This is an optimization exercise on Yosys and OpenROAD, whose aim is small area, a short achievable clock period and few clock cycles per item, not a production implementation.
Only simulation tests tie the RTL to the original design; equivalence was not proved.
Power figures rest on the tool's default switching activity, not on a simulated workload.

--- flow/config.mk ---
export PLATFORM = sky130hd
export DESIGN_NAME = least_rotation_finder
export DESIGN_NICKNAME = least_rotation_finder
export VERILOG_FILES = /design/flow/design.v
export SDC_FILE = /design/flow/constraint.sdc
export NUM_CORES = 4
export LEC_CHECK = 0
export CAP_MARGIN = 20
export CORE_MARGIN = 2
export CORE_UTILIZATION = 40
export SETUP_SLACK_MARGIN = 4.0
export SLEW_MARGIN = 20
export TNS_END_PERCENT = 100
--- flow/constraint.sdc ---
create_clock -name core_clock -period 8.0 [get_ports {clk_i}]
set_input_delay 1.6000 -clock core_clock [delete_from_list [all_inputs] [get_ports {clk_i}]]
set_output_delay 1.6000 -clock core_clock [all_outputs]
set_load 0.01 [all_outputs]
--- flow/design.v ---
`timescale 1ns / 1ps
package lrf_pkg;
  localparam int unsigned MAX_LEN_DEF = 64;
  localparam int unsigned DATA_W = 32;
  localparam int unsigned SW = 6;
  localparam int unsigned CW = 7;
  typedef struct packed {
    logic signed [DATA_W-1:0] element;
    logic                     final_element;
  } in_item_t;
  typedef struct packed {
    logic signed [DATA_W-1:0] rotated_element;
    logic                     final_result;
    logic                     overflowed;
  } out_item_t;
endpackage
`timescale 1ns / 1ps
module lrf_ctrl (
  input  logic                        clk_i,
  input  logic                        we_i,
  input  logic [lrf_pkg::SW-1:0]      wa_i,
  input  logic [lrf_pkg::SW-1:0]      wpos_i,    
  input  logic [lrf_pkg::DATA_W-1:0]  wd_i,
  input  logic                        open_i,    
  input  logic [lrf_pkg::SW-1:0]      base_i,    
  input  logic [lrf_pkg::CW-1:0]      n_i,       
  input  logic [lrf_pkg::CW-1:0]      nl_i,      
  input  logic                        next_i,
  input  logic [lrf_pkg::SW-1:0]      nbase_i,
  input  logic                        grab_i,    
  output logic [lrf_pkg::SW-1:0]      ra_o,
  output logic [lrf_pkg::SW-1:0]      rb_o,
  input  logic [lrf_pkg::DATA_W-1:0]  da_i,
  input  logic [lrf_pkg::DATA_W-1:0]  db_i,
  output logic                        done_o,
  output logic [lrf_pkg::SW-1:0]      best_o
);
  localparam int unsigned SW = lrf_pkg::SW;
  localparam int unsigned CW = lrf_pkg::CW;
  localparam int unsigned DW = lrf_pkg::DATA_W;
  logic [CW-1:0] i_q, j_q, k_q, ia_q, jb_q;
  logic [SW-1:0] pa_q, pb_q, pi_q, pj_q;
  logic          ic_q, jc_q;   
  logic          dv_q;         
  logic          mm_q;         
  logic          pw_q;         
  logic [DW-1:0] da_q, db_q;
  logic [CW-1:0] i_d, j_d, k_d, ia_d, jb_d;
  logic [SW-1:0] pa_d, pb_d, pi_d, pj_d;
  logic          ic_d, jc_d, dv_d, mm_d;
  logic [DW-1:0] min_q;
  logic [SW-1:0] fm_q;
  logic [63:0]   tmask_q, tmask_d, emask_q, mask;
  logic          newmin, eqmin;
  assign newmin = we_i && ((wpos_i == '0) || ($signed(wd_i) < $signed(min_q)));
  assign eqmin  = we_i && (wd_i == min_q);
  always_comb begin
    tmask_d = tmask_q;
    if (newmin)     tmask_d = 64'd1 << wpos_i;
    else if (eqmin) tmask_d[wpos_i] = 1'b1;
  end
  always_ff @(posedge clk_i) begin
    tmask_q <= tmask_d;
    if (newmin) begin
      min_q <= wd_i;
      fm_q  <= wpos_i;
    end
    if (grab_i) emask_q <= tmask_d;
  end
  assign mask = open_i ? tmask_q : emask_q;
  logic [CW-1:0] lim;
  assign lim = open_i ? nl_i : n_i;
  logic [CW-1:0] gi_q, gj_q;
  logic          gif_q, gjf_q;
  logic [CW-1:0] gi, gj;
  logic          gif, gjf;
  lrf_next u_next_i (.p_i(ia_q), .mask_i(mask), .lim_i(lim), .pos_o(gi), .found_o(gif));
  lrf_next u_next_j (.p_i(jb_q), .mask_i(mask), .lim_i(lim), .pos_o(gj), .found_o(gjf));
  always_ff @(posedge clk_i) begin
    gi_q  <= gi;
    gj_q  <= gj;
    gif_q <= gif;
    gjf_q <= gjf;
  end
  logic       eq, lt;
  logic [7:0] ceq, clt, clt_q, ceq_q;
  always_comb begin
    for (int c = 0; c < 8; c++) begin
      ceq[c] = (da_q[c*4 +: 4] == db_q[c*4 +: 4]);
      if (c == 7) clt[c] = $signed(da_q[31:28]) < $signed(db_q[31:28]);
      else        clt[c] = da_q[c*4 +: 4] < db_q[c*4 +: 4];
    end
  end
  assign eq = &ceq;
  always_ff @(posedge clk_i) begin
    clt_q <= clt;
    ceq_q <= ceq;
  end
  logic [3:0] l1, e1;
  logic [1:0] l2, e2;
  always_comb begin
    for (int c = 0; c < 4; c++) begin
      l1[c] = clt_q[2*c+1] || (ceq_q[2*c+1] && clt_q[2*c]);
      e1[c] = ceq_q[2*c+1] && ceq_q[2*c];
    end
    for (int c = 0; c < 2; c++) begin
      l2[c] = l1[2*c+1] || (e1[2*c+1] && l1[2*c]);
      e2[c] = e1[2*c+1] && e1[2*c];
    end
    lt = l2[1] || (e2[1] && l2[0]);
  end
  logic          closed, done, rd_ok, sp_ok;
  logic [SW-1:0] inc_a, inc_b;
  logic [CW-1:0] ia1, jb1, ia_w, jb_w;
  assign ra_o = pa_q;
  assign rb_o = pb_q;
  assign closed = !open_i;
  assign done   = closed && ((i_q >= n_i) || (j_q >= n_i) || (k_q >= n_i));
  assign ia1    = ia_q + CW'(1);
  assign jb1    = jb_q + CW'(1);
  assign rd_ok  = (closed && pw_q) || ((ia_q < nl_i) && (jb_q < nl_i));
  assign sp_ok  = (closed && pw_q) || ((ia1 < nl_i) && (jb1 < nl_i));
  logic [CW-1:0] ra_pos, rb_pos;
  assign ra_pos = dv_q ? ia1 : ia_q;
  assign rb_pos = dv_q ? jb1 : jb_q;
  assign inc_a  = (closed && (ra_pos + CW'(1) == n_i)) ? base_i : pa_q + SW'(1);
  assign inc_b  = (closed && (rb_pos + CW'(1) == n_i)) ? base_i : pb_q + SW'(1);
  assign ia_w = (closed && (ia_q >= n_i)) ? ia_q - n_i : ia_q;
  assign jb_w = (closed && (jb_q >= n_i)) ? jb_q - n_i : jb_q;
  logic [SW-1:0] gis, gjs, gis1, gjs1, pi1s, pj1s;
  assign gis  = base_i + gi_q[SW-1:0];
  assign gjs  = base_i + gj_q[SW-1:0];
  assign gis1 = (closed && (gi_q + CW'(1) == n_i)) ? base_i : gis + SW'(1);
  assign gjs1 = (closed && (gj_q + CW'(1) == n_i)) ? base_i : gjs + SW'(1);
  assign pi1s = (closed && (i_q + CW'(1) == n_i)) ? base_i : pi_q + SW'(1);
  assign pj1s = (closed && (j_q + CW'(1) == n_i)) ? base_i : pj_q + SW'(1);
  logic          rs;
  logic [SW-1:0] rs_pos, rs_slot;
  assign rs      = next_i || (newmin && open_i);
  assign rs_pos  = newmin ? wpos_i : fm_q;
  assign rs_slot = newmin ? wa_i : nbase_i + fm_q;
  always_comb begin
    i_d  = i_q;
    j_d  = j_q;
    k_d  = k_q;
    ia_d = ia_q;
    jb_d = jb_q;
    pa_d = base_i + ia_w[SW-1:0];
    pb_d = base_i + jb_w[SW-1:0];
    pi_d = pi_q;
    pj_d = pj_q;
    ic_d = ic_q;
    jc_d = jc_q;
    dv_d = 1'b0;
    mm_d = 1'b0;
    if (rs) begin
      i_d  = CW'(rs_pos);
      j_d  = CW'(rs_pos) + CW'(1);
      k_d  = '0;
      ia_d = CW'(rs_pos);
      jb_d = CW'(rs_pos) + CW'(1);
      pa_d = rs_slot;
      pb_d = rs_slot + SW'(1);
      pi_d = rs_slot;
      pj_d = rs_slot + SW'(1);
      ic_d = 1'b1;
      jc_d = 1'b0;
    end else if (mm_q) begin
      k_d = '0;
      if (!lt) begin
        if (gi_q == j_q) begin
          i_d  = j_q;
          j_d  = j_q + CW'(1);
          ia_d = j_q;
          jb_d = j_q + CW'(1);
          pa_d = pj_q;
          pb_d = pj_q + SW'(1);
          pi_d = pj_q;
          pj_d = pj_q + SW'(1);
          ic_d = jc_q;
          jc_d = 1'b0;
        end else if (gif_q && jc_q) begin
          i_d  = gi_q;
          k_d  = CW'(1);
          ia_d = gi_q + CW'(1);
          jb_d = j_q + CW'(1);
          pa_d = gis1;
          pb_d = pj1s;
          pi_d = gis;
          ic_d = 1'b1;
        end else begin
          i_d  = gi_q;
          ia_d = gi_q;
          jb_d = j_q;
          pa_d = gis;
          pb_d = pj_q;
          pi_d = gis;
          ic_d = gif_q;
        end
      end else begin
        if (gj_q == i_q) begin
          j_d  = i_q + CW'(1);
          ia_d = i_q;
          jb_d = i_q + CW'(1);
          pa_d = pi_q;
          pb_d = pi_q + SW'(1);
          pj_d = pi_q + SW'(1);
          jc_d = 1'b0;
        end else if (gjf_q && ic_q) begin
          j_d  = gj_q;
          k_d  = CW'(1);
          ia_d = i_q + CW'(1);
          jb_d = gj_q + CW'(1);
          pa_d = pi1s;
          pb_d = gjs1;
          pj_d = gjs;
          jc_d = 1'b1;
        end else begin
          j_d  = gj_q;
          ia_d = i_q;
          jb_d = gj_q;
          pa_d = pi_q;
          pb_d = gjs;
          pj_d = gjs;
          jc_d = gjf_q;
        end
      end
    end else if (done) begin
      pa_d = pa_q;
      pb_d = pb_q;
    end else if (dv_q) begin
      if (eq) begin
        k_d  = k_q + CW'(1);
        ia_d = ia1;
        jb_d = jb1;
        if (sp_ok) begin
          dv_d = 1'b1;
          pa_d = inc_a;
          pb_d = inc_b;
        end else begin
          pa_d = pa_q;
          pb_d = pb_q;
        end
      end else begin
        mm_d = 1'b1;
      end
    end else if (rd_ok) begin
      dv_d = 1'b1;
      pa_d = inc_a;
      pb_d = inc_b;
    end
  end
  logic          done_q;
  logic [SW-1:0] best_q;
  always_ff @(posedge clk_i) begin
    i_q    <= i_d;
    j_q    <= j_d;
    k_q    <= k_d;
    ia_q   <= ia_d;
    jb_q   <= jb_d;
    pa_q   <= pa_d;
    pb_q   <= pb_d;
    pi_q   <= pi_d;
    pj_q   <= pj_d;
    ic_q   <= ic_d;
    jc_q   <= jc_d;
    dv_q   <= dv_d;
    mm_q   <= mm_d;
    pw_q   <= closed;
    da_q   <= da_i;
    db_q   <= db_i;
    done_q <= done && !mm_q && !next_i;
    best_q <= (i_q < j_q) ? i_q[SW-1:0] : j_q[SW-1:0];
  end
  assign done_o = done_q;
  assign best_o = best_q;
endmodule
module lrf_next (
  input  logic [lrf_pkg::CW-1:0] p_i,
  input  logic [63:0]            mask_i,
  input  logic [lrf_pkg::CW-1:0] lim_i,
  output logic [lrf_pkg::CW-1:0] pos_o,
  output logic                   found_o
);
  logic [2:0] hi, lo;
  logic [7:0] lom, gv;
  logic [7:0] gs [8];
  logic [2:0] gx [8];
  logic [2:0] g;
  assign hi  = p_i[5:3];
  assign lo  = p_i[2:0];
  assign lom = 8'hFE << lo;   
  always_comb begin
    for (int q = 0; q < 8; q++) begin
      if (p_i[6])               gs[q] = 8'd0;
      else if (3'(q) > hi)      gs[q] = mask_i[q*8 +: 8];
      else if (3'(q) == hi)     gs[q] = mask_i[q*8 +: 8] & lom;
      else                      gs[q] = 8'd0;
      gv[q] = |gs[q];
      gx[q] = 3'd0;
      for (int b = 7; b >= 0; b--) begin
        if (gs[q][b]) gx[q] = 3'(b);
      end
    end
    g = 3'd0;
    for (int q = 7; q >= 0; q--) begin
      if (gv[q]) g = 3'(q);
    end
    found_o = |gv;
    pos_o   = found_o ? {1'b0, g, gx[g]} : lim_i;
  end
endmodule
`timescale 1ns / 1ps
module lrf_datapath (
  input  logic                        clk_i,
  input  logic                        we_i,
  input  logic [lrf_pkg::SW-1:0]      wa_i,
  input  logic [lrf_pkg::DATA_W-1:0]  wd_i,
  input  logic [lrf_pkg::SW-1:0]      ra_i,
  input  logic [lrf_pkg::SW-1:0]      rb_i,
  input  logic [lrf_pkg::SW-1:0]      ro_i,
  output logic [lrf_pkg::DATA_W-1:0]  da_o,
  output logic [lrf_pkg::DATA_W-1:0]  db_o,
  output logic [lrf_pkg::DATA_W-1:0]  do_o
);
  logic [lrf_pkg::DATA_W-1:0] mem_q [lrf_pkg::MAX_LEN_DEF];
  always_ff @(posedge clk_i) begin
    if (we_i) begin
      mem_q[wa_i] <= wd_i;
    end
  end
  assign da_o = mem_q[ra_i];
  assign db_o = mem_q[rb_i];
  assign do_o = mem_q[ro_i];
endmodule
`timescale 1ns / 1ps
module least_rotation_finder (
  input  logic               clk_i,
  input  logic               rst_ni,
  input  logic               start,
  output logic               busy,
  input  lrf_pkg::in_item_t  in_item_i,
  output lrf_pkg::out_item_t out_item_o,
  output logic               out_strobe_o
);
  localparam int unsigned SW = lrf_pkg::SW;
  localparam int unsigned CW = lrf_pkg::CW;
  localparam int unsigned DW = lrf_pkg::DATA_W;
  logic          busy_q;
  logic [CW-1:0] lcnt_q;     
  logic          ldrop_q;    
  logic [SW-1:0] lbase_q;    
  logic          lwait_q;    
  logic          lfollow_q;  
  logic          wr_en_q;
  logic          wr_fin_q;
  logic [SW-1:0] wr_pos_q;
  logic [SW-1:0] wr_slot_q;
  logic [DW-1:0] wr_data_q;
  logic [SW-1:0] wr_base_q;
  logic [CW-1:0] wr_n_q;
  logic          wr_drop_q;
  logic [SW-1:0] tbase_q;
  logic [CW-1:0] nl_q;
  logic [SW-1:0] sqb_q [2];
  logic [CW-1:0] sqn_q [2];
  logic          sqd_q [2];
  logic          sh_q;
  logic [1:0]    nq_q;
  logic [SW-1:0] qbase_q [4];
  logic [CW-1:0] qn_q    [4];
  logic          qd_q    [4];
  logic [SW-1:0] qb_q    [4];
  logic [1:0]    hd_q;
  logic [2:0]    cnt_q;
  logic [63:0]   occ_q;
  logic          oact_q;
  logic [SW-1:0] po_q;       
  logic [CW-1:0] olx_q;      
  logic [CW-1:0] ocnt_q;     
  logic [SW-1:0] obase_q;
  logic [CW-1:0] on_q;
  logic          odr_q;
  logic          ostb_q;
  logic [DW-1:0] odat_q;
  logic          ofin_q;
  logic          odrop_q;
  logic [SW-1:0] ra, rb;
  logic [DW-1:0] da, db, dout;
  lrf_datapath u_datapath (
    .clk_i (clk_i),
    .we_i  (wr_en_q),
    .wa_i  (wr_slot_q),
    .wd_i  (wr_data_q),
    .ra_i  (ra),
    .rb_i  (rb),
    .ro_i  (po_q),
    .da_o  (da),
    .db_o  (db),
    .do_o  (dout)
  );
  logic          s_open, s_done, take, grab;
  logic [SW-1:0] s_base, s_nbase, s_best;
  logic [CW-1:0] s_n;
  logic          sh1;
  assign sh1     = !sh_q;
  assign s_open  = (nq_q == 2'd0);
  assign s_base  = s_open ? tbase_q : sqb_q[sh_q];
  assign s_n     = sqn_q[sh_q];
  assign s_nbase = (nq_q == 2'd2) ? sqb_q[sh1] : tbase_q;
  assign take    = s_done && (cnt_q != 3'd4);
  assign grab    = (wr_fin_q && ((nq_q == 2'd0) || ((nq_q == 2'd1) && take))) ||
                   (take && (nq_q == 2'd2));
  lrf_ctrl u_ctrl (
    .clk_i   (clk_i),
    .we_i    (wr_en_q),
    .wa_i    (wr_slot_q),
    .wpos_i  (wr_pos_q),
    .wd_i    (wr_data_q),
    .open_i  (s_open),
    .base_i  (s_base),
    .n_i     (s_n),
    .nl_i    (nl_q),
    .next_i  (take),
    .nbase_i (s_nbase),
    .grab_i  (grab),
    .ra_o    (ra),
    .rb_o    (rb),
    .da_i    (da),
    .db_i    (db),
    .done_o  (s_done),
    .best_o  (s_best)
  );
  logic       last, wrap, pop;
  logic [1:0] tl, hd1, qsel;
  assign last = oact_q && (ocnt_q + CW'(1) == on_q);
  assign wrap = (olx_q + CW'(1) == on_q);
  assign pop  = last;
  assign tl   = hd_q + cnt_q[1:0];
  assign hd1  = hd_q + 2'd1;
  logic          o_start, o_from_q;
  logic [SW-1:0] n_base, n_best;
  logic [CW-1:0] n_len;
  logic          n_drop;
  always_comb begin
    qsel     = oact_q ? hd1 : hd_q;
    o_from_q = oact_q ? (cnt_q >= 3'd2) : (cnt_q != 3'd0);
    o_start  = (!oact_q || last) && (o_from_q || take);
    n_base   = o_from_q ? qbase_q[qsel] : sqb_q[sh_q];
    n_best   = o_from_q ? qb_q[qsel]    : s_best;
    n_len    = o_from_q ? qn_q[qsel]    : sqn_q[sh_q];
    n_drop   = o_from_q ? qd_q[qsel]    : sqd_q[sh_q];
  end
  logic          acc, stored, fin, alone, mode_b;
  logic [CW-1:0] nlen;
  logic [SW-1:0] cbase, wbase;
  assign acc    = start && !busy_q;
  assign fin    = in_item_i.final_element;
  assign stored = acc && !lcnt_q[CW-1];
  assign nlen   = lcnt_q[CW-1] ? lcnt_q : lcnt_q + CW'(1);
  assign alone  = (cnt_q == 3'd0) && (nq_q == 2'd0) && !wr_fin_q;
  assign mode_b = (cnt_q == 3'd0) || ((cnt_q == 3'd1) && last);
  assign wbase  = mode_b ? sqb_q[sh_q] + s_best : sqb_q[sh_q] + sqn_q[sh_q][SW-1:0];
  assign cbase  = lbase_q + nlen[SW-1:0];
  logic [CW-1:0] k1, olim;
  logic [SW-1:0] s0, s1;
  logic          k0_ok, k1_ok, c0_ok, trk0, trk1, busy_d;
  assign k1    = lcnt_q + CW'(1);
  assign olim  = ocnt_q + CW'(2);
  assign s0    = lbase_q + lcnt_q[SW-1:0];
  assign s1    = lbase_q + k1[SW-1:0];
  assign trk0  = (nq_q == 2'd0) || ((nq_q == 2'd1) && !wr_fin_q);
  assign trk1  = (nq_q == 2'd0) && !wr_fin_q;
  assign k0_ok = lcnt_q[CW-1] || ((lcnt_q != '0) || trk0) &&
                 (!occ_q[s0] || (lfollow_q && oact_q && (lcnt_q <= olim)));
  assign k1_ok = k1[CW-1] || !occ_q[s1] || (lfollow_q && oact_q && (k1 <= olim));
  assign c0_ok = trk1 && !occ_q[cbase];
  always_comb begin
    if (lwait_q) begin
      busy_d = !(take && mode_b);
    end else if (!acc) begin
      busy_d = !k0_ok;
    end else if (fin) begin
      busy_d = alone || !c0_ok;
    end else begin
      busy_d = !(lcnt_q[CW-1] || k1_ok);
    end
  end
  always_ff @(posedge clk_i) begin
    wr_pos_q  <= lcnt_q[SW-1:0];
    wr_slot_q <= lbase_q + lcnt_q[SW-1:0];
    wr_data_q <= in_item_i.element;
    wr_base_q <= lbase_q;
    wr_n_q    <= nlen;
    wr_drop_q <= ldrop_q || lcnt_q[CW-1];
    if (wr_en_q && (wr_pos_q == '0)) tbase_q <= wr_base_q;
    if (wr_fin_q) begin
      sqb_q[sh_q ^ nq_q[0]] <= wr_base_q;
      sqn_q[sh_q ^ nq_q[0]] <= wr_n_q;
      sqd_q[sh_q ^ nq_q[0]] <= wr_drop_q;
    end
    if (take) begin
      qbase_q[tl] <= sqb_q[sh_q];
      qn_q[tl]    <= sqn_q[sh_q];
      qd_q[tl]    <= sqd_q[sh_q];
      qb_q[tl]    <= s_best;
    end
    odat_q  <= dout;
    ofin_q  <= last;
    odrop_q <= odr_q;
    if (o_start) begin
      po_q    <= n_base + n_best;
      olx_q   <= CW'(n_best);
      obase_q <= n_base;
      on_q    <= n_len;
      odr_q   <= n_drop;
    end else if (oact_q) begin
      if (wrap) begin
        olx_q <= '0;
        po_q  <= obase_q;
      end else begin
        olx_q <= olx_q + CW'(1);
        po_q  <= po_q + SW'(1);
      end
    end
  end
  always_ff @(posedge clk_i or negedge rst_ni) begin
    if (!rst_ni) begin
      busy_q    <= 1'b0;
      lcnt_q    <= '0;
      ldrop_q   <= 1'b0;
      lbase_q   <= '0;
      lwait_q   <= 1'b0;
      lfollow_q <= 1'b0;
      wr_en_q   <= 1'b0;
      wr_fin_q  <= 1'b0;
      nl_q      <= '0;
      sh_q      <= 1'b0;
      nq_q      <= '0;
      hd_q      <= '0;
      cnt_q     <= '0;
      occ_q     <= '0;
      oact_q    <= 1'b0;
      ocnt_q    <= '0;
      ostb_q    <= 1'b0;
    end else begin
      busy_q   <= busy_d;
      wr_en_q  <= stored;
      wr_fin_q <= acc && fin;
      if (acc) begin
        if (fin) begin
          lcnt_q    <= '0;
          ldrop_q   <= 1'b0;
          lfollow_q <= 1'b0;
          if (alone) lwait_q <= 1'b1;
          else       lbase_q <= cbase;
        end else if (stored) begin
          lcnt_q <= lcnt_q + CW'(1);
        end else begin
          ldrop_q <= 1'b1;
        end
      end
      if (lwait_q && take) begin
        lwait_q   <= 1'b0;
        lbase_q   <= wbase;
        lfollow_q <= mode_b;
      end else if (pop) begin
        lfollow_q <= 1'b0;
      end
      if (wr_fin_q)     nl_q <= '0;
      else if (wr_en_q) nl_q <= CW'(wr_pos_q) + CW'(1);
      nq_q <= nq_q + 2'(wr_fin_q) - 2'(take);
      if (take) sh_q <= sh1;
      cnt_q <= cnt_q + 3'(take) - 3'(pop);
      if (pop) hd_q <= hd1;
      for (int s = 0; s < 64; s++) begin
        if (wr_en_q && (wr_slot_q == SW'(s)))  occ_q[s] <= 1'b1;
        else if (oact_q && (po_q == SW'(s)))   occ_q[s] <= 1'b0;
      end
      ostb_q <= oact_q;
      if (o_start) begin
        oact_q <= 1'b1;
        ocnt_q <= '0;
      end else if (oact_q) begin
        ocnt_q <= ocnt_q + CW'(1);
        if (last) oact_q <= 1'b0;
      end
    end
  end
  assign busy                       = busy_q;
  assign out_strobe_o               = ostb_q;
  assign out_item_o.rotated_element = odat_q;
  assign out_item_o.final_result    = ofin_q;
  assign out_item_o.overflowed      = odrop_q;
endmodule
--- flow/run.sh ---
#!/bin/bash
# synth_recipe.tcl (not shown) runs the flow's synth.tcl, then flattens the netlist and writes it again
# the make line also repeats each setting of config.mk as NAME=value (left out here)
make -C /OpenROAD-flow-scripts/flow DESIGN_CONFIG=/design/flow/config.mk WORK_HOME=/design/flow/orfs CLKGATE_MAP_FILE= SYNTH_SCRIPT=/design/flow/synth_recipe.tcl finish
==> results of run 1 <==
==> sequential cells by signal, indices dropped and copies added, names as in the netlist, 8 cells and up <==
name	flops
occ_q	64
u_datapath.mem_q	2048
u_ctrl.emask_q	63
odat_q	32
u_ctrl.da_q	32
qn_q	28
sqn_q	14
u_ctrl.clt_q	8
qb_q	24
wr_data_q	32
sqb_q	12
u_ctrl.tmask_q	63
u_ctrl.db_q	32
u_ctrl.min_q	32
qbase_q	24
==> layer usage <==
| layer | up-vias | wire length (um) |
|---|---|---|
| li1 | 37700 | - |
| met4 | 28 | 28200 |
| met3 | 1387 | 77400 |
| met5 | - | 494 |
| met2 | 7529 | 254000 |
| met1 | 52464 | 203000 |
==> path summary, 6_finish.rpt <==
path	cells after the start	endpoint	slack [ns]
setup / recovery	23	u_ctrl.pa_q[5]$_DFFE_PP_	3.81
hold / removal	0	odrop_q$_DFF_P_	0.36
setup reg to reg	23	u_ctrl.pa_q[5]$_DFFE_PP_	3.81
hold reg to reg	0	odrop_q$_DFF_P_	0.36
max in group asynchronous	2	sh_q$_DFFE_PN0P_	5.83
min in group asynchronous	1	ostb_q$_DFF_PN0_	0.64
==> power groups by stage <==
stage	Clock [mW]	Sequential (mW)	Combinational, mW
2_1_floorplan	0	18.1	26.4
5_1_grt	15.5	18.6	42.4
6_report	14.8	18.6	40.8
4_1_cts	14.9	18.5	39.3
3_3_place_gp	0	18.9	37.5
3_5_place_dp	0	18.9	37.6
==> cell usage in the layout (no fill, tap or decap), types with 62 or more instances in the layout <==
master           count
a21oi_1            285
buf_12              85
buf_4              397
clkbuf_1            72
clkbuf_16          318
clkdlybuf4s50_1     70
dfrtp_1             98
dfxtp_1            244
diode_2             71
edfxtp_1          2333
ha_1               217
inv_1              195
mux2i_1             71
mux4_2            2096
nand2_1            321
nand3_1            130
nor2_1             248
nor2_4              66
o21ai_0            378
o22ai_1             62
xnor2_1            161
xor2_1              81
==> worst max-delay path, cell delays in order (launching register included) <==
cell,delay (ns)
dfrtp_2,0.43
buf_6,0.13
buf_12,0.12
mux2i_4,0.18
buf_12,0.14
buf_8,0.12
ha_4,0.26
nor2b_4,0.15
o21ai_2,0.08
a31oi_1,0.20
a211oi_2,0.06
o21ai_2,0.19
buf_4,0.16
mux2i_4,0.30
ha_1,0.28
a21o_1,0.19
a21oi_2,0.14
o21bai_1,0.10
a21oi_2,0.13
xnor2_1,0.14
xnor2_1,0.14
nor2_1,0.06
a21oi_1,0.13
a21oi_1,0.08
==> timing repair <==
item,4_1_cts,5_1_grt
pin swaps,92,52
resized for setup,231,141
endpoints found under the setup margin,1177,178
gates cloned,11,7
setup buffers,212,42
==> logic make-up after synthesis <==
kind of cell,count (synthesis),synth area share (%)
muxes,2229,32.5
adders and majority gates,251,2.17
DFF,2718,52.4
buffers and inverters,921,2.38
and+or+nand+nor,1222,4.06
xor gates and xnor gates,265,1.62
AOI/OAI and AO/OA,1185,4.83
==> metrics by stage <==
| step | instance area, um^2 | util (%) | hold WS (ns) |
|---|---|---|---|
| global route | 172000 | 46.3 | 0.382 |
| finish | 172000 | 46.3 | 0.363 |
| floorplan | 150000 | - | 0.323 |
| global placement | 157000 | 42.1 | 0.364 |
| CTS | 171000 | 46.0 | 0.365 |
| detailed placement | 157000 | 42.2 | 0.354 |
==> cell type report <==
class	count	area (um^2)	area share [%]
Clock buffer	425	8640	5.02
Sequential cell	2718	78400	45.5
Tap cell	4972	6220	3.61
Multi-Input combinational cell	5153	69400	40.3
Timing Repair Buffer	618	6690	3.89
Inverter	212	826	0.479
Antenna cell	71	178	0.103
Clock inverter	146	1890	1.10
==> flow_metrics.py, run 1 <==
metrics = {
    "outcome": {
        "status": "timing/DRC/antenna clean",
    },
    "global_route": {
        "grt_busiest_layer": "met2",
        "grt_pass1_vias": 97200,
        "overflow": 0,
        "grt_use_total_pct": 29.1,
        "antenna_found_initial": 29,
        "grtUsageMet2_pct": 43.2,
        "grt_pass1_wl_um": 774000,
        "grt_util_met3_pct": 10.0,
        "grt_use_met1_pct": 38.3,
        "grt_max_degree": 131,
    },
    "die": {
        "coreArea_um2": 372000,
        "start_util_pct": 40.2,
        "die_w_um": 615,
        "rows": 224,
        "die_h_um": 615,
        "io_pins": 72,
        "dieArea_um2": 378000,
    },
    "power": {
        "finalPower_mw": 74.1,
        "p_int_mw": 44.4,
        "power_frac_comb_pct": 55.0,
        "p_seq_share_pct": 25.0,
        "p_sw_share_pct": 40.1,
        "peakVddDrop_mv": 0.382,
        "p_clk_share_pct": 20.0,
        "power.density_nw_per_um2": 430,
        "p_leak_nw": 56.1,
        "p_switching_mw": 29.8,
    },
    "timing": {
        "slew_viol_final": 0,
        "slew_headroom_pct": 7.81,
        "setup_viol": 0,
        "final.min_clock_period_ns": 4.19,
        "finalHoldViolations": 0,
        "period_share_pct": 52.3,
        "max_freq_mhz": 239,
        "worstMarginPinSlew_ns": 1.38,
        "grt_setup_unrepaired": "yes",
        "fin_tns_setup_ns": 0,
        "setup_slack_ns": 3.81,
        "fin_skew_ns": 0.132,
    },
    "drt": {
        "drt-initial-drc-count": 16178,
        "wl_per_cell_um": 39.3,
        "drt-vias-per-instance": 6.92,
        "drt_pre_antenna_iters": 12,
        "antenna_left": 0,
        "routed_wl_um": 563000,
        "vias": 99108,
        "drc": 0,
    },
    "yosys": {
        "ys_ff_latch": 2718,
        "yosysTopAreaCell": "edfxtp_1",
        "synth-main-ff-cell": "edfxtp_1",
        "syn_area_um2": 149000,
        "ys_warn_count": 6,
        "synth.distinct_cells": 99,
        "synth-async-reset-ratio_pct": 3.94,
        "synth_edf_count": 2333,
        "synth_top_area_share_pct": 46.9,
        "netlist_top_cells_count": "edfxtp_1 (2,333), mux4_2 (2,096), clkbuf_1 (465)",
        "yosysSeqAreaShare_pct": 52.4,
        "synth_area_leaders": "edfxtp_1 (47%), mux4_2 (32%), dfxtp_1 (3.7%), ha_1 (2.0%), dfrtp_1 (1.8%)",
        "synth_cells": 8791,
        "syn_nets": 9078,
        "postSynthAreaPerCell_um2": 17.0,
        "yosys.cell_count.top_type": "edfxtp_1",
    },
    "worst_setup_path": {
        "crit_start": "sh_q$_DFFE_PN0P_",
        "crit_type": "reg2reg",
        "crit_path_end_kind": "flip-flop",
        "critPathLaunchType": "flip-flop",
        "arrival_ns": 4.83,
        "worstPathRequired_ns": 8.64,
        "critPathMaxFanout": 3,
        "reg2reg_from": "sh_q$_DFFE_PN0P_",
    },
    "job": {
        "max_cap_violations": 0,
    },
    "min_path": {
        "hp-class": "reg2reg",
        "hp-start": "odr_q$_DFFE_PP_",
    },
    "place": {
        "place.gp.congestion": 0.959,
        "buffer_ports.inserted": 71,
        "dp_cells": 13399,
        "hpwl_um": 320000,
        "post-place-ws_ns": 2.16,
    },
    "layout": {
        "final_layout_size_suffix_gt1_share_pct": 38.3,
        "area_delta_synth_final_pct": 15.3,
        "instances_no_fill": 14315,
        "final_nets": 9297,
        "fillers": 31178,
    },
    "cts": {
        "clk_pin_slew_ns": 0.06,
        "clockBufferDepth": 4,
        "clk_latency_ns": 1.00,
        "numCtsBuffers": 307,
        "cts_num_sinks": 2718,
        "clk_root_buffer_cell": "clkbuf_16",
        "htreeDepth": 5,
        "hold_buffers": 0,
        "cts_tree": "yes",
    },
}
Testbench counts, summed over its fixed seeds: cycles 8,993, elements 6,599.
==> run 2: changes to the inputs <==
--- a/flow/config.mk
+++ b/flow/config.mk
@@ -8,6 +8,6 @@
 export CAP_MARGIN = 20
 export CORE_MARGIN = 2
 export CORE_UTILIZATION = 40
-export SETUP_SLACK_MARGIN = 4.0
+export SETUP_SLACK_MARGIN = 4.7
 export SLEW_MARGIN = 20
 export TNS_END_PERCENT = 100
==> run 2 against run 1 <==
Net effect:
- still clean on timing, DRC and antenna
- clock power about the same
- sequential power about the same
- first-iteration DRC count up 2.0%
- maximum frequency up 3.2%
- register-to-register slack better by 0.13 ns
- critical path depth down 6
- largest power group unchanged
- highest routed layer unchanged
==> flow_metrics.py, run 2 <==
metrics = {
    "outcome": {
        "status": "timing/DRC/antenna clean",
    },
    "yosys": {
        "synthSimpleGateAreaFrac_pct": 4.06,
        "synth-async-reset-ratio_pct": 3.94,
        "synth.distinct_cells": 99,
        "synth_fa_ha_area_share_pct": 2.17,
        "yosysSeqAreaShare_pct": 52.4,
        "synth-compound-area-share_pct": 4.83,
        "synth_cells": 8791,
        "synth_top_family_by_area": "multiplexers",
        "yosysTopAreaCell": "edfxtp_1",
        "netlist_top_cells_count": "edfxtp_1 (2,333), mux4_2 (2,096), clkbuf_1 (465)",
        "syn_nets": 9078,
        "muxShareOfSynthArea_pct": 32.5,
        "synth_xor_area_share_pct": 1.62,
        "ys_warn_count": 6,
        "synth_edf_count": 2333,
        "synth-main-ff-cell": "edfxtp_1",
        "yosys.cell_count.top_type": "edfxtp_1",
        "synth_top_area_share_pct": 46.9,
        "syn_area_um2": 149000,
        "postSynthAreaPerCell_um2": 17.0,
        "ys_ff_latch": 2718,
        "synth_area_leaders": "edfxtp_1 (47%), mux4_2 (32%), dfxtp_1 (3.7%), ha_1 (2.0%), dfrtp_1 (1.8%)",
    },
    "timing": {
        "max_freq_mhz": 247,
        "setup_slack_ns": 3.95,
        "fin_skew_ns": 0.112,
        "slew_headroom_pct": 1.33,
        "worstMarginPinSlew_ns": 1.48,
        "fin_tns_setup_ns": 0,
        "finalHoldViolations": 0,
        "holdWs_ns": 0.344,
        "grt_setup_unrepaired": "yes",
        "slew_viol_final": 0,
        "setup_viol": 0,
        "period_share_pct": 50.7,
        "final.min_clock_period_ns": 4.05,
    },
    "place": {
        "dp_cells": 13371,
        "post-place-ws_ns": 1.99,
        "hpwl_um": 318000,
        "place.gp.congestion": 0.954,
        "buffer_ports.inserted": 71,
    },
    "die": {
        "rows": 224,
        "coreArea_um2": 372000,
        "io_pins": 72,
        "die_w_um": 615,
        "die_h_um": 615,
        "dieArea_um2": 378000,
        "start_util_pct": 40.2,
    },
    "cts": {
        "clk_latency_ns": 0.98,
        "htreeDepth": 5,
        "cts_num_sinks": 2718,
        "numCtsBuffers": 309,
        "cts_tree": "yes",
        "clk_pin_slew_ns": 0.06,
        "clockBufferDepth": 4,
        "clk_root_buffer_cell": "clkbuf_16",
    },
    "global_route": {
        "grt_pass1_wl_um": 801000,
        "grt_use_total_pct": 30.2,
        "grt_pass1_vias": 99059,
        "overflow": 0,
        "grt_max_degree": 120,
        "antenna_found_initial": 29,
    },
    "power": {
        "power_frac_comb_pct": 58.1,
        "p_switching_mw": 32.0,
        "p_clk_share_pct": 18.4,
        "p_int_mw": 47.1,
        "p_seq_share_pct": 23.5,
        "p_sw_share_pct": 40.5,
        "peakVddDrop_mv": 0.378,
        "power.density_nw_per_um2": 440,
        "p_leak_nw": 58.9,
        "finalPower_mw": 79.0,
    },
    "worst_setup_path": {
        "cp.depth": 17,
        "arrival_ns": 4.71,
        "path_buf_inv": 6,
        "critPathMaxFanout": 6,
        "r2r_cells": 17,
        "crit_type": "reg2reg",
        "worstPathRequired_ns": 8.66,
        "crit_path_end_kind": "flip-flop",
        "crit_chain": "buf_12, mux2i_4, inv_4, ha_4, nand3_4, a31oi_4, a211oi_2, o21ai_4, mux2i_4, buf_6, buf_6, inv_4, fa_2, inv_1, a221o_1, a31oi_2, a21oi_2",
        "cp_slowest_cell": "fa_2",
        "critPathLaunchType": "flip-flop",
        "crit_family": "compound AO/OA/AOI/OAI gates",
        "critPathMaxStageDelay_ns": 0.55,
    },
    "layout": {
        "final_layout_size_suffix_gt1_share_pct": 44.6,
        "top_regs": "u_datapath.mem_q x2048, occ_q x64",
        "layout_commonest_cell": "edfxtp_1",
        "final_nets": 9592,
        "largest_reg_flops": 2048,
        "area_delta_synth_final_pct": 20.2,
        "top_register": "u_datapath.mem_q",
        "final_cell_mix": "edfxtp_1 (2,333), mux4_2 (2,096), buf_4 (427)",
        "fillers": 30658,
        "instances_no_fill": 14579,
    },
    "min_path": {
        "hp-class": "reg2reg",
        "holdPathStages": 0,
    },
    "drt": {
        "drt-initial-drc-count": 16504,
        "wl_per_cell_um": 40.4,
        "drc": 0,
        "drt-vias-per-instance": 6.96,
        "antenna_left": 0,
        "routed_wl_um": 590000,
        "drt_pre_antenna_iters": 6,
        "vias": 101534,
    },
    "job": {
        "max_cap_violations": 0,
    },
}
run 2: cell counts after synthesis:
No cell type changed its count.
run 2: layer usage:
layer	up-vias	share of wire (%)	routed length, um	track usage (%)
met5	-	0.020	117	0
met4	20	6.1	36200	15.6
met3	1623	13	75700	8.59
met2	7725	45	268000	45.7
met1	53865	36	210000	39.9
li1	38301	-	-	-
run 2: final cells by class:
| class | count | area [um^2] | area share, % |
|---|---|---|---|
| clock inverter | 144 | 1630 | 0.907 |
| antenna | 45 | 113 | 0.0627 |
| tap | 4972 | 6220 | 3.46 |
| inverter | 212 | 860 | 0.479 |
| sequential | 2718 | 78500 | 43.7 |
| clock buffer | 424 | 8580 | 4.78 |
| timing repair inverter | 12 | 165 | 0.0920 |
| timing repair buffer | 896 | 10800 | 6.01 |
| multi-input combinational | 5156 | 72800 | 40.5 |
run 2: worst register-to-register path: cells and delay by family, from the launching register on:
kind            cells  cell delay [ns]
fa+ha+maj           2             0.85
buf+inv             6             0.56
mux                 2             0.72
compound gates      6             1.13
simple gates        1             0.07
flops               1             0.41
run 2: power groups by stage:
stage          clock, mW  combinational, mW  sequential, mW
6_report            14.5               45.9            18.6
3_3_place_gp           0               37.7            18.9
4_1_cts             14.6               43.1            18.5
3_5_place_dp           0               37.7            19.0
5_1_grt             15.2               47.6            18.7
2_1_floorplan          0               26.7            18.1
run 2: timing repair:
| action | CTS | global route |
|---|---|---|
| resized for setup | 912 | 414 |
| hold buffers | 0 | 0 |
| buffers inserted | 419 | 114 |
| setup endpoints to repair | 1637 | 678 |
| pin swaps | 291 | 232 |
| cloned | 47 | 15 |
run 2: kinds of logic (layout without fill, tap and decap cells):
logic type	count (synthesis)	count (layout)
other	0	45
flip-flops	2718	2718
buffers and inverters	921	1688
XOR/XNOR	265	265
adder cells (fa/ha/maj)	251	251
AND/OR/NAND/NOR	1222	1224
multiplexers	2229	2229
AO/OA/AOI/OAI	1185	1187
run 2: through the flow:
step / util [%] / instance area, um^2
2_1_floorplan: - / 150000
3_3_place_gp: 42.2 / 157000
3_5_place_dp: 42.2 / 157000
4_1_cts: 47.4 / 176000
5_1_grt: 48.3 / 180000
6_report: 48.3 / 180000
run 2: final timing paths:
kind / start / end / slack, ns
setup / recovery: sh_q$_DFFE_PN0P_ / u_ctrl.pa_q[1]$_DFFE_PP_ / 3.95
hold / removal: odr_q$_DFFE_PP_ / odrop_q$_DFF_P_ / 0.34
setup reg to reg: sh_q$_DFFE_PN0P_ / u_ctrl.pa_q[1]$_DFFE_PP_ / 3.95
hold reg to reg: odr_q$_DFFE_PP_ / odrop_q$_DFF_P_ / 0.34
max in group asynchronous: rst_ni / occ_q[16]$_DFFE_PN0P_ / 5.97
min in group asynchronous: rst_ni / ostb_q$_DFF_PN0_ / 0.73
==> run 3: changes to the inputs <==
--- a/flow/design.v
+++ b/flow/design.v
@@ -404,10 +404,34 @@
   logic [CW-1:0] s_n;
   logic          sh1;
   assign sh1     = !sh_q;
-  assign s_open  = (nq_q == 2'd0);
-  assign s_base  = s_open ? tbase_q : sqb_q[sh_q];
-  assign s_n     = sqn_q[sh_q];
-  assign s_nbase = (nq_q == 2'd2) ? sqb_q[sh1] : tbase_q;
+  logic          s_open_q;
+  logic [SW-1:0] s_base_q, s_nbase_q;
+  logic [CW-1:0] s_n_q;
+  logic [1:0]    nq_n;
+  logic          sh_n, wtl;
+  logic [SW-1:0] tbase_n, sqb_n0, sqb_n1;
+  logic [CW-1:0] sqn_n0, sqn_n1;
+  assign nq_n    = nq_q + 2'(wr_fin_q) - 2'(take);
+  assign sh_n    = take ? sh1 : sh_q;
+  assign wtl     = sh_q ^ nq_q[0];
+  assign tbase_n = (wr_en_q && (wr_pos_q == '0)) ? wr_base_q : tbase_q;
+  assign sqb_n0  = (wr_fin_q && !wtl) ? wr_base_q : sqb_q[0];
+  assign sqb_n1  = (wr_fin_q &&  wtl) ? wr_base_q : sqb_q[1];
+  assign sqn_n0  = (wr_fin_q && !wtl) ? wr_n_q : sqn_q[0];
+  assign sqn_n1  = (wr_fin_q &&  wtl) ? wr_n_q : sqn_q[1];
+  always_ff @(posedge clk_i or negedge rst_ni) begin
+    if (!rst_ni) s_open_q <= 1'b1;
+    else         s_open_q <= (nq_n == 2'd0);
+  end
+  always_ff @(posedge clk_i) begin
+    s_n_q     <= sh_n ? sqn_n1 : sqn_n0;
+    s_base_q  <= (nq_n == 2'd0) ? tbase_n : (sh_n ? sqb_n1 : sqb_n0);
+    s_nbase_q <= (nq_n == 2'd2) ? (sh_n ? sqb_n0 : sqb_n1) : tbase_n;
+  end
+  assign s_open  = s_open_q;
+  assign s_base  = s_base_q;
+  assign s_n     = s_n_q;
+  assign s_nbase = s_nbase_q;
   assign take    = s_done && (cnt_q != 3'd4);
   assign grab    = (wr_fin_q && ((nq_q == 2'd0) || ((nq_q == 2'd1) && take))) ||
                    (take && (nq_q == 2'd2));
==> run 3 against run 2 <==
Net effect:
- still clean on timing, DRC and antenna
- utilization fell by 0.12 points
- combinational power fell by 2%
- register-to-register slack improved by 0.16 ns
- total power fell by 0.78%
- synthesized cell count fell by 1.8%
- final cell count fell by 0.93%
- critical path depth fell by 4
- first-iteration DRC count fell by 7.2%
- critical path type unchanged
==> flow_metrics.py, run 3 <==
metrics = {
    "cts": {
        "numCtsBuffers": 316,
        "clockBufferDepth": 4,
        "clk_latency_ns": 0.95,
        "clk_root_buffer_cell": "clkbuf_16",
        "cts_num_sinks": 2738,
        "cts_tree": "yes",
        "hold_buffers": 0,
        "clk_pin_slew_ns": 0.06,
        "htreeDepth": 5,
    },
    "drt": {
        "drc": 0,
        "antenna_left": 0,
        "wl_per_cell_um": 40.4,
        "routed_wl_um": 584000,
        "drt-vias-per-instance": 6.95,
        "drt-initial-drc-count": 15319,
        "vias": 100416,
        "drt_pre_antenna_iters": 6,
    },
    "die": {
        "start_util_pct": 40.2,
        "die_w_um": 615,
        "rows": 224,
        "io_pins": 72,
        "die_h_um": 615,
        "coreArea_um2": 372000,
        "dieArea_um2": 378000,
    },
    "layout": {
        "fillers": 30561,
        "final_cell_mix": "edfxtp_1 (2,327), mux4_2 (2,096), buf_4 (449)",
        "layout_commonest_cell": "edfxtp_1",
        "instances_no_fill": 14444,
        "largest_reg_flops": 2048,
        "final_nets": 9461,
        "area_delta_synth_final_pct": 20.0,
        "final_layout_size_suffix_gt1_share_pct": 44.2,
        "top_regs": "u_datapath.mem_q x2048, occ_q x64",
        "top_register": "u_datapath.mem_q",
    },
    "worst_setup_path": {
        "rr_endpoint": "u_ctrl.pa_q[3]$_DFFE_PP_",
        "r2r_cells": 13,
        "arrival_ns": 4.54,
        "critPathMaxStageDelay_ns": 0.43,
        "crit_type": "reg2reg",
        "ff2ff_setup_slack_ns": 4.11,
        "reg2reg_from": "u_ctrl.ia_q[1]$_DFFE_PP_",
        "crit_chain": "buf_6, buf_6, buf_4, ha_4, xor2_4, a31oi_4, or4_4, a2111o_1, a2111oi_4, and3_4, mux2_4, a211oi_4, o22ai_2",
        "critPathMaxFanout": 5,
        "cp_slowest_cell": "or4_4",
        "crit_end": "u_ctrl.pa_q[3]$_DFFE_PP_",
        "worstPathRequired_ns": 8.65,
        "crit_start": "u_ctrl.ia_q[1]$_DFFE_PP_",
        "critPathLaunchType": "flip-flop",
        "crit_path_end_kind": "flip-flop",
        "cpMostUsedCell": "buf_6",
    },
    "power": {
        "p_int_mw": 47.2,
        "p_leak_nw": 59.0,
        "p_sw_share_pct": 39.8,
        "power.density_nw_per_um2": 438,
        "peakVddDrop_mv": 0.353,
        "p_clk_share_pct": 18.6,
        "power_frac_comb_pct": 57.2,
        "p_switching_mw": 31.2,
        "p_seq_share_pct": 24.2,
    },
    "timing": {
        "setup_viol": 0,
        "grt_setup_unrepaired": "yes",
        "finalHoldViolations": 0,
        "fin_skew_ns": 0.0509,
        "max_freq_mhz": 257,
        "worstMarginPinSlew_ns": 1.20,
        "final.min_clock_period_ns": 3.89,
        "holdWs_ns": 0.340,
        "slew_viol_final": 0,
        "fin_tns_setup_ns": 0,
        "slew_headroom_pct": 19.7,
        "period_share_pct": 48.7,
    },
    "yosys": {
        "syn_area_um2": 149000,
        "synth_top_family_by_area": "multiplexers",
        "ys_ff_latch": 2738,
        "synth-compound-area-share_pct": 4.75,
        "synth-async-reset-ratio_pct": 3.94,
        "syn_nets": 8920,
        "synth_fa_ha_area_share_pct": 2.17,
        "postSynthAreaPerCell_um2": 17.3,
        "synthSimpleGateAreaFrac_pct": 3.46,
        "netlist_top_cells_count": "edfxtp_1 (2,327), mux4_2 (2,096), clkbuf_1 (468)",
        "synth-main-ff-cell": "edfxtp_1",
        "synth_cells": 8633,
        "ys_warn_count": 6,
        "synth_xor_area_share_pct": 1.53,
        "synth.distinct_cells": 101,
        "yosys.cell_count.top_type": "edfxtp_1",
        "synth_area_leaders": "edfxtp_1 (47%), mux4_2 (32%), dfxtp_1 (4.1%), ha_1 (2.0%), dfrtp_1 (1.8%)",
        "yosysSeqAreaShare_pct": 52.7,
        "muxShareOfSynthArea_pct": 33.1,
        "synth_top_area_share_pct": 46.8,
        "synth_edf_count": 2327,
        "yosysTopAreaCell": "edfxtp_1",
    },
    "global_route": {
        "grt_use_total_pct": 30.0,
        "overflow": 0,
        "antenna_found_initial": 24,
        "grt_pass1_vias": 98438,
        "grt_max_degree": 127,
        "grt_pass1_wl_um": 794000,
    },
    "place": {
        "place.gp.congestion": 0.914,
        "hpwl_um": 324000,
        "buffer_ports.inserted": 71,
        "dp_cells": 13244,
    },
    "min_path": {
        "hp-class": "reg2reg",
    },
    "job": {
        "max_cap_violations": 0,
    },
    "outcome": {
        "status": "timing/DRC/antenna clean",
    },
}
==> run 3: cell count changes in the layout (fill, tap and decap cells not counted), sizes merged, moves of 20 or more <==
cell    previous run  this run
a21oi            313       277
dfxtp            278       303
mux2              35        84
mux2i             98       135
nand2            330       273
o211ai            29        53
o21a              32        52
o21ai            426       327
or3b              38         5
==> run 3: worst max-delay path: cells and delay by family, from the launching register on <==
family / cells / cell delay (ns)
compound gates: 5 / 1.38
fa+ha+maj: 1 / 0.18
buf+inv: 3 / 0.38
simple gates: 2 / 0.76
flops: 1 / 0.42
mux: 1 / 0.33
xor+xnor: 1 / 0.17
==> run 3: how the worst min path moves through the flow <==
stage,start,to,slack [ns],cells past startpoint
floorplan,odr_q$_DFFE_PP_,odrop_q$_DFF_P_,0.32,0
global placement,odr_q$_DFFE_PP_,odrop_q$_DFF_P_,0.34,0
detailed placement,odr_q$_DFFE_PP_,odrop_q$_DFF_P_,0.33,0
CTS,odr_q$_DFFE_PP_,odrop_q$_DFF_P_,0.34,0
global route,odr_q$_DFFE_PP_,odrop_q$_DFF_P_,0.34,0
finish,odr_q$_DFFE_PP_,odrop_q$_DFF_P_,0.34,0
==> run 3: power groups by stage <==
stage | Clock [mW] | Combinational (mW) | Sequential, mW
final | 14.6 | 44.9 | 19.0
after global routing | 15.2 | 46.6 | 19.1
after CTS | 14.7 | 41.9 | 18.9
after detailed placement | 0 | 37.2 | 19.3
after global placement | 0 | 37.1 | 19.3
after floorplan | 0 | 26.5 | 18.4
==> run 3: what timing repair did <==
| item | in CTS | in global routing |
|---|---|---|
| endpoints found under the setup margin | 1847 | 808 |
| pin swaps | 180 | 143 |
| buffers inserted | 376 | 142 |
| hold endpoints to repair | 0 | 0 |
| gates cloned | 43 | 23 |
| gates resized for setup | 764 | 412 |
==> run 3: stage by stage <==
stage	instance area (um^2)	setup WS [ns]	total power, mW	util, %
6_report	179000	4.11	78.4	48.2
5_1_grt	179000	4.03	80.9	48.2
4_1_cts	175000	4.24	75.5	47.2
3_5_place_dp	157000	2.13	56.6	42.3
3_3_place_gp	157000	2.22	56.4	42.2
2_1_floorplan	150000	4.15	44.9	-
==> run 3: per-layer routing <==
layer / vias up / global-route usage, % / part of all wire, %
li1: 37922 / - / -
met5: - / 0 / 0.011
met3: 1697 / 7.25 / 12
met1: 53085 / 38.1 / 35
met2: 7702 / 47.0 / 47
met4: 10 / 17.4 / 7.0
==> run 3: cell families (layout without fill, tap and decap cells) <==
group	Yosys count	after routing
DFF	2738	2738
muxes	2315	2315
AOI/OAI and AO/OA	1125	1126
and+or+nand+nor	1070	1073
buffers and inverters	886	1683
adders and majority gates	251	251
xor gates and xnor gates	248	248
other	0	38
==> run 3: final cells by class <==
type	count	area, um^2	share of cell area [%]
flip-flops and latches	2738	78900	44.0
multi-input cells	5013	71900	40.1
repair buffers	898	11000	6.17
clock buffers	433	8800	4.91
well taps	4972	6220	3.47
clock inverters	145	1380	0.770
inverters	202	817	0.456
diodes	38	95.1	0.0531
repair inverters	5	71.3	0.0398
Testbench counts of run 3, summed over its fixed seeds: cycles 8,993, elements 6,599.
==> run 4: changes to the inputs <==
--- a/flow/design.v
+++ b/flow/design.v
@@ -24,6 +24,8 @@
   input  logic                        open_i,    
   input  logic [lrf_pkg::SW-1:0]      base_i,    
   input  logic [lrf_pkg::CW-1:0]      n_i,       
+  input  logic [lrf_pkg::CW-1:0]      nm1_i,     
+  input  logic [lrf_pkg::CW-1:0]      nm2_i,     
   input  logic [lrf_pkg::CW-1:0]      nl_i,      
   input  logic                        next_i,
   input  logic [lrf_pkg::SW-1:0]      nbase_i,
@@ -120,20 +122,17 @@
   assign jb1    = jb_q + CW'(1);
   assign rd_ok  = (closed && pw_q) || ((ia_q < nl_i) && (jb_q < nl_i));
   assign sp_ok  = (closed && pw_q) || ((ia1 < nl_i) && (jb1 < nl_i));
-  logic [CW-1:0] ra_pos, rb_pos;
-  assign ra_pos = dv_q ? ia1 : ia_q;
-  assign rb_pos = dv_q ? jb1 : jb_q;
-  assign inc_a  = (closed && (ra_pos + CW'(1) == n_i)) ? base_i : pa_q + SW'(1);
-  assign inc_b  = (closed && (rb_pos + CW'(1) == n_i)) ? base_i : pb_q + SW'(1);
+  assign inc_a  = (closed && (ia_q == (dv_q ? nm2_i : nm1_i))) ? base_i : pa_q + SW'(1);
+  assign inc_b  = (closed && (jb_q == (dv_q ? nm2_i : nm1_i))) ? base_i : pb_q + SW'(1);
   assign ia_w = (closed && (ia_q >= n_i)) ? ia_q - n_i : ia_q;
   assign jb_w = (closed && (jb_q >= n_i)) ? jb_q - n_i : jb_q;
   logic [SW-1:0] gis, gjs, gis1, gjs1, pi1s, pj1s;
   assign gis  = base_i + gi_q[SW-1:0];
   assign gjs  = base_i + gj_q[SW-1:0];
-  assign gis1 = (closed && (gi_q + CW'(1) == n_i)) ? base_i : gis + SW'(1);
-  assign gjs1 = (closed && (gj_q + CW'(1) == n_i)) ? base_i : gjs + SW'(1);
-  assign pi1s = (closed && (i_q + CW'(1) == n_i)) ? base_i : pi_q + SW'(1);
-  assign pj1s = (closed && (j_q + CW'(1) == n_i)) ? base_i : pj_q + SW'(1);
+  assign gis1 = (closed && (gi_q == nm1_i)) ? base_i : gis + SW'(1);
+  assign gjs1 = (closed && (gj_q == nm1_i)) ? base_i : gjs + SW'(1);
+  assign pi1s = (closed && (i_q == nm1_i)) ? base_i : pi_q + SW'(1);
+  assign pj1s = (closed && (j_q == nm1_i)) ? base_i : pj_q + SW'(1);
   logic          rs;
   logic [SW-1:0] rs_pos, rs_slot;
   assign rs      = next_i || (newmin && open_i);
@@ -406,7 +405,7 @@
   assign sh1     = !sh_q;
   logic          s_open_q;
   logic [SW-1:0] s_base_q, s_nbase_q;
-  logic [CW-1:0] s_n_q;
+  logic [CW-1:0] s_n_q, s_nm1_q, s_nm2_q;
   logic [1:0]    nq_n;
   logic          sh_n, wtl;
   logic [SW-1:0] tbase_n, sqb_n0, sqb_n1;
@@ -425,6 +424,8 @@
   end
   always_ff @(posedge clk_i) begin
     s_n_q     <= sh_n ? sqn_n1 : sqn_n0;
+    s_nm1_q   <= (sh_n ? sqn_n1 : sqn_n0) - CW'(1);
+    s_nm2_q   <= (sh_n ? sqn_n1 : sqn_n0) - CW'(2);
     s_base_q  <= (nq_n == 2'd0) ? tbase_n : (sh_n ? sqb_n1 : sqb_n0);
     s_nbase_q <= (nq_n == 2'd2) ? (sh_n ? sqb_n0 : sqb_n1) : tbase_n;
   end
@@ -444,6 +445,8 @@
     .open_i  (s_open),
     .base_i  (s_base),
     .n_i     (s_n),
+    .nm1_i   (s_nm1_q),
+    .nm2_i   (s_nm2_q),
     .nl_i    (nl_q),
     .next_i  (take),
     .nbase_i (s_nbase),
@@ -483,7 +486,7 @@
   assign stored = acc && !lcnt_q[CW-1];
   assign nlen   = lcnt_q[CW-1] ? lcnt_q : lcnt_q + CW'(1);
   assign alone  = (cnt_q == 3'd0) && (nq_q == 2'd0) && !wr_fin_q;
-  assign mode_b = (cnt_q == 3'd0) || ((cnt_q == 3'd1) && last);
+  assign mode_b = (cnt_q == 3'd0);
   assign wbase  = mode_b ? sqb_q[sh_q] + s_best : sqb_q[sh_q] + sqn_q[sh_q][SW-1:0];
   assign cbase  = lbase_q + nlen[SW-1:0];
   logic [CW-1:0] k1, olim;
==> run 4 against run 3 <==
Net effect:
- sequential cell count up 13
- synthesized area shrank 0.29%
- final cell count down 1.5%
- worst setup slack got worse by 0.026 ns
- non-clock buffer count fell by 160
- clock power about the same
- cell area down 1.9%
- synthesized cell count down 0.50%
- largest power group unchanged
==> flow_metrics.py, run 4 <==
metrics = {
    "cts": {
        "clk_root_buffer_cell": "clkbuf_16",
        "clk_pin_slew_ns": 0.06,
        "cts_tree": "yes",
        "htreeDepth": 5,
        "clockBufferDepth": 4,
        "clk_latency_ns": 0.96,
        "hold_buffers": 0,
        "cts_num_sinks": 2751,
        "numCtsBuffers": 310,
    },
    "die": {
        "die_h_um": 614,
        "coreArea_um2": 371000,
        "die_w_um": 614,
        "dieArea_um2": 377000,
        "rows": 224,
        "start_util_pct": 40.1,
        "io_pins": 72,
    },
    "power": {
        "p_leak_nw": 57.6,
        "peakVddDrop_mv": 0.365,
        "power.density_nw_per_um2": 428,
        "finalPower_mw": 75.1,
    },
    "job": {
        "max_cap_violations": 0,
    },
    "layout": {
        "final_cell_mix": "edfxtp_1 (2,327), mux4_2 (2,096), buf_4 (347)",
        "fillers": 30715,
        "top_register": "u_datapath.mem_q",
        "final_layout_size_suffix_gt1_share_pct": 42.0,
        "utilization_pct": 47.3,
        "postLayoutCellArea_um2": 176000,
        "multi_input_area_um2": 70100,
        "seqCellArea_um2": 79000,
        "final_nets": 9244,
        "top_regs": "u_datapath.mem_q x2048, occ_q x64",
        "layout_commonest_cell": "edfxtp_1",
        "largest_reg_flops": 2048,
        "area_delta_synth_final_pct": 18.0,
    },
    "drt": {
        "drt_pre_antenna_iters": 6,
        "routed_wl_um": 561000,
        "drt-vias-per-instance": 6.91,
        "drt-initial-drc-count": 15516,
        "wl_per_cell_um": 39.4,
        "vias": 98286,
        "drc": 0,
        "antenna_left": 0,
    },
    "min_path": {
        "hp-start": "odr_q$_DFFE_PP_",
        "hp-class": "reg2reg",
    },
    "yosys": {
        "syn_area_um2": 149000,
        "postSynthAreaPerCell_um2": 17.3,
        "synth-main-ff-cell": "edfxtp_1",
        "ys_ff_latch": 2751,
        "synth-async-reset-ratio_pct": 3.93,
        "syn_nets": 8877,
        "synth.distinct_cells": 102,
        "netlist_top_cells_count": "edfxtp_1 (2,327), mux4_2 (2,096), clkbuf_1 (489)",
        "yosysTopAreaCell": "edfxtp_1",
        "ys_warn_count": 6,
        "synth_cells": 8590,
        "yosysSeqAreaShare_pct": 53.0,
        "synth_top_area_share_pct": 46.9,
        "yosys.cell_count.top_type": "edfxtp_1",
        "synth_edf_count": 2327,
        "synth_area_leaders": "edfxtp_1 (47%), mux4_2 (32%), dfxtp_1 (4.2%), ha_1 (2.0%), dfrtp_1 (1.8%)",
    },
    "global_route": {
        "grt_max_degree": 110,
        "overflow": 0,
        "grt_use_total_pct": 28.9,
        "grt_pass1_wl_um": 769000,
        "grt_pass1_vias": 96515,
        "antenna_found_initial": 33,
    },
    "worst_setup_path": {
        "cp_slowest_cell": "dfxtp_1",
        "crit_path_end_kind": "flip-flop",
        "reg2reg_from": "s_n_q[3]$_DFF_P_",
        "critPathMaxFanout": 6,
        "crit_family": "compound AO/OA/AOI/OAI gates",
        "worstPathRequired_ns": 8.80,
        "critPathMaxStageDelay_ns": 0.39,
        "crit_chain": "inv_1, ha_1, and3_1, a31oi_1, a21oi_2, a221oi_4, buf_6, mux2_4, ha_4, a21o_1, a21oi_2, o21bai_1, a21oi_1, xor2_1, xnor2_1, a311o_1, a21oi_1",
        "critPathLaunchType": "flip-flop",
        "path_buf_inv": 2,
        "crit_type": "reg2reg",
        "arrival_ns": 4.72,
        "crit_start": "s_n_q[3]$_DFF_P_",
    },
    "timing": {
        "finalHoldViolations": 0,
        "setup_viol": 0,
        "fin_skew_ns": 0.0549,
        "slew_headroom_pct": 5.93,
        "worstMarginPinSlew_ns": 1.40,
        "max_freq_mhz": 255,
        "fin_tns_setup_ns": 0,
        "period_share_pct": 49.0,
        "holdWs_ns": 0.348,
        "grt_setup_unrepaired": "yes",
        "final.min_clock_period_ns": 3.92,
        "slew_viol_final": 0,
    },
    "place": {
        "place.gp.congestion": 0.896,
        "hpwl_um": 314000,
        "dpl_cell_area_um2": 156000,
        "buffer_ports.inserted": 71,
    },
    "outcome": {
        "status": "timing/DRC/antenna clean",
    },
}
-- run 4: final cells by class --
class                           instances  area share [%]
Sequential cell                      2751            45.0
Multi-Input combinational cell       4968            39.9
Timing Repair Buffer                  738            5.26
Clock buffer                          412            4.93
Tap cell                             4972            3.54
Clock inverter                        159           0.889
Inverter                              188           0.420
Antenna cell                           37          0.0527
-- run 4: path summary, 6_finish.rpt --
| check | to | slack (ns) | depth (start not counted) |
|---|---|---|---|
| setup / recovery | u_ctrl.pb_q[5]$_DFFE_PP_ | 4.08 | 17 |
| hold reg to reg | odrop_q$_DFF_P_ | 0.35 | 0 |
| max in group asynchronous | sh_q$_DFF_PN0_ | 5.99 | 2 |
| setup reg to reg | u_ctrl.pb_q[5]$_DFFE_PP_ | 4.08 | 17 |
| min in group asynchronous | ostb_q$_DFF_PN0_ | 0.70 | 1 |
| hold / removal | odrop_q$_DFF_P_ | 0.35 | 0 |
-- run 4: per-layer routing --
metal | wire, um | share of wire [%] | vias to the layer above | track usage, %
li1 | - | - | 37255 | -
met1 | 201000 | 36 | 52190 | 37.9
met5 | 13 | 0.0023 | - | 0
met4 | 35100 | 6.2 | 2 | 15.6
met2 | 261000 | 47 | 7320 | 45.2
met3 | 64000 | 11 | 1519 | 6.37
-- run 4: kinds of logic (layout without fill, tap and decap cells) --
family	count (synthesis)	count (layout)	share of synthesized area, %
AOI/OAI and AO/OA	1122	1123	4.60
adders and majority gates	251	251	2.17
other	0	37	0
muxes	2294	2294	33.1
buffers and inverters	875	1497	2.26
xor gates and xnor gates	248	248	1.47
and+or+nand+nor	1049	1052	3.36
DFF	2751	2751	53.0
-- run 4: timing repair --
action | in CTS | in global routing
cloned | 41 | 22
buffers inserted | 278 | 98
endpoints found under the setup margin | 1907 | 674
pin swaps | 130 | 112
gates resized for setup | 482 | 420
-- run 4: worst reg2reg max path: stages, from the launching register on --
cell	delay (ns)
dfxtp_1	0.39
inv_1	0.21
ha_1	0.40
and3_1	0.19
a31oi_1	0.21
a21oi_2	0.10
a221oi_4	0.19
buf_6	0.17
mux2_4	0.34
ha_4	0.21
a21o_1	0.16
a21oi_2	0.15
o21bai_1	0.07
a21oi_1	0.16
xor2_1	0.21
xnor2_1	0.14
a311o_1	0.35
a21oi_1	0.12
-- run 4: where the power goes --
part | internal [mW] | total (mW) | switching, mW | leakage (nW)
Clock | 8.34 | 14.5 | 6.20 | 4.99
Sequential | 17.4 | 18.9 | 1.52 | 25.1
Combinational | 19.8 | 41.7 | 21.9 | 27.5
Total | 45.5 | 75.1 | 29.6 | 57.6
-- run 4: per-stage QoR --
step	setup slack [ns]	cells
after floorplan	4.37	8590
after global placement	2.23	13163
after detailed placement	2.12	13178
after CTS	4.08	14068
after global routing	3.94	14213
final	4.08	14225
Testbench counts of run 4, summed over its fixed seeds: cycles 8,993, elements 6,599.
==> run 5: changes to the inputs <==
--- a/flow/config.mk
+++ b/flow/config.mk
@@ -8,6 +8,8 @@
 export CAP_MARGIN = 20
 export CORE_MARGIN = 2
 export CORE_UTILIZATION = 40
+export CTS_CLUSTER_DIAMETER = 70
+export CTS_CLUSTER_SIZE = 24
 export SETUP_SLACK_MARGIN = 4.7
 export SLEW_MARGIN = 20
 export TNS_END_PERCENT = 100
==> run 5 against run 4 <==
Net effect:
- still clean on timing, DRC and antenna
- routed wire length about the same
- synthesized area stayed put
- largest power group unchanged
- worst hold slack worse by 0.0023 ns
- clock-buffer cell count down 200
- non-clock buffer count up 42
- first-iteration DRC count fell by 2.0%
==> flow_metrics.py, run 5 <==
metrics = {
    "outcome": {
        "status": "timing/DRC/antenna clean",
    },
    "cts": {
        "numCtsBuffers": 180,
        "clk_root_buffer_cell": "clkbuf_16",
    },
    "power": {
        "p_sw_share_pct": 40.9,
        "p_leak_nw": 56.1,
        "p_switching_mw": 29.3,
    },
    "die": {
        "start_util_pct": 40.1,
    },
    "layout": {
        "instances_no_fill": 14028,
        "area_delta_synth_final_pct": 15.9,
        "top_register": "u_datapath.mem_q",
        "utilization_pct": 46.5,
        "top_regs": "u_datapath.mem_q x2048, occ_q x64",
    },
    "worst_setup_path": {
        "crit_type": "reg2reg",
        "arrival_ns": 4.74,
        "critPathLaunchType": "flip-flop",
        "critPathMaxFanout": 6,
    },
    "timing": {
        "max_freq_mhz": 253,
        "fin_skew_ns": 0.0902,
        "period_share_pct": 49.5,
    },
    "global_route": {
        "grt_max_degree": 110,
        "overflow": 0,
        "antenna_found_initial": 23,
        "grt_pass1_vias": 94894,
    },
    "yosys": {
        "syn_nets": 8877,
        "synth_top_area_share_pct": 46.9,
        "ys_ff_latch": 2751,
        "synth_cells": 8590,
        "synth-main-ff-cell": "edfxtp_1",
        "synth-async-reset-ratio_pct": 3.93,
    },
    "place": {
        "dpl_cell_area_um2": 156000,
        "place.gp.congestion": 0.896,
    },
    "drt": {
        "wl_per_cell_um": 40.0,
        "drt_pre_antenna_iters": 7,
        "drt-initial-drc-count": 15204,
    },
}
[run 5: cell types whose count changed in the layout (fill, tap and decap cells not counted), sizes merged, moves of 4 or more]
cell | before | now
clkinvlp | 22 | 17
buf | 632 | 666
bufinv | 21 | 10
inv | 196 | 233
clkbuf | 429 | 233
bufbuf | 20 | 24
clkinv | 108 | 47
[run 5: cell families after synthesis]
logic type | count (synthesis) | synth area share, %
AOI/OAI and AO/OA | 1122 | 4.60
adders and majority gates | 251 | 2.17
xor gates and xnor gates | 248 | 1.47
buffers and inverters | 875 | 2.26
DFF | 2751 | 53.0
muxes | 2294 | 33.1
and+or+nand+nor | 1049 | 3.36
[run 5: through the flow]
| step | hold slack, ns | worst slack, ns |
|---|---|---|
| 4_1_cts | 0.346 | 4.10 |
| 5_1_grt | 0.361 | 3.86 |
| 3_3_place_gp | 0.331 | 2.23 |
| 3_5_place_dp | 0.335 | 2.12 |
| 2_1_floorplan | 0.323 | 4.37 |
| 6_report | 0.346 | 4.04 |
[run 5: what timing repair did]
item | in CTS | in global routing
hold buffers | 0 | 0
cloned | 49 | 31
endpoints found under the setup margin | 1912 | 583
setup buffers | 279 | 122
pin swaps | 120 | 94
gates resized for setup | 525 | 371
[run 5: metal layers]
layer	up-vias	part of all wire (%)
met2	7098	46
met3	1468	11
met1	52242	36
met5	-	0.0043
met4	4	6.5
li1	36967	-
[run 5: layout make-up]
class | count | area (um^2) | area share, %
Sequential cell | 2751 | 79100 | 45.8
Antenna cell | 38 | 95.1 | 0.0551
Multi-Input combinational cell | 4968 | 69900 | 40.5
Timing Repair Buffer | 780 | 10200 | 5.88
Clock buffer | 212 | 4840 | 2.80
Inverter | 188 | 738 | 0.428
Clock inverter | 119 | 1620 | 0.937
Tap cell | 4972 | 6220 | 3.60
[run 5: power groups by stage]
stage	Sequential, mW	Combinational [mW]	Clock (mW)
after floorplan	18.4	25.7	0
after global placement	19.3	35.8	0
after detailed placement	19.4	35.9	0
after CTS	18.9	39.9	10.8
after global routing	19.0	43.9	11.3
final	18.9	42.2	10.7
[run 5: final timing paths]
kind | start | endpoint | slack (ns) | cells past startpoint
min reg2reg | odr_q$_DFFE_PP_ | odrop_q$_DFF_P_ | 0.35 | 0
max reg2reg | s_n_q[1]$_DFF_P_ | u_ctrl.pb_q[5]$_DFFE_PP_ | 4.04 | 20
max | s_n_q[1]$_DFF_P_ | u_ctrl.pb_q[5]$_DFFE_PP_ | 4.04 | 20
min | odr_q$_DFFE_PP_ | odrop_q$_DFF_P_ | 0.35 | 0
max in group asynchronous | rst_ni | sh_q$_DFF_PN0_ | 6.00 | 2
min in group asynchronous | rst_ni | ostb_q$_DFF_PN0_ | 0.69 | 1
[run 5: critical path: stages, from the launching register on]
cell and delay [ns]:
dfxtp_2 0.35, clkinvlp_4 0.18, buf_4 0.20, ha_4 0.20, nor2b_1 0.13, o21ai_2 0.15, a21boi_2 0.09, o21ai_2 0.16
a21oi_2 0.09, a221oi_4 0.19, buf_6 0.17, mux2_4 0.33, ha_4 0.21, a21o_1 0.16, a21oi_2 0.16, o21bai_1 0.09
a21oi_1 0.19, xor2_1 0.19, xnor2_1 0.11, a311o_1 0.29, a21oi_1 0.14
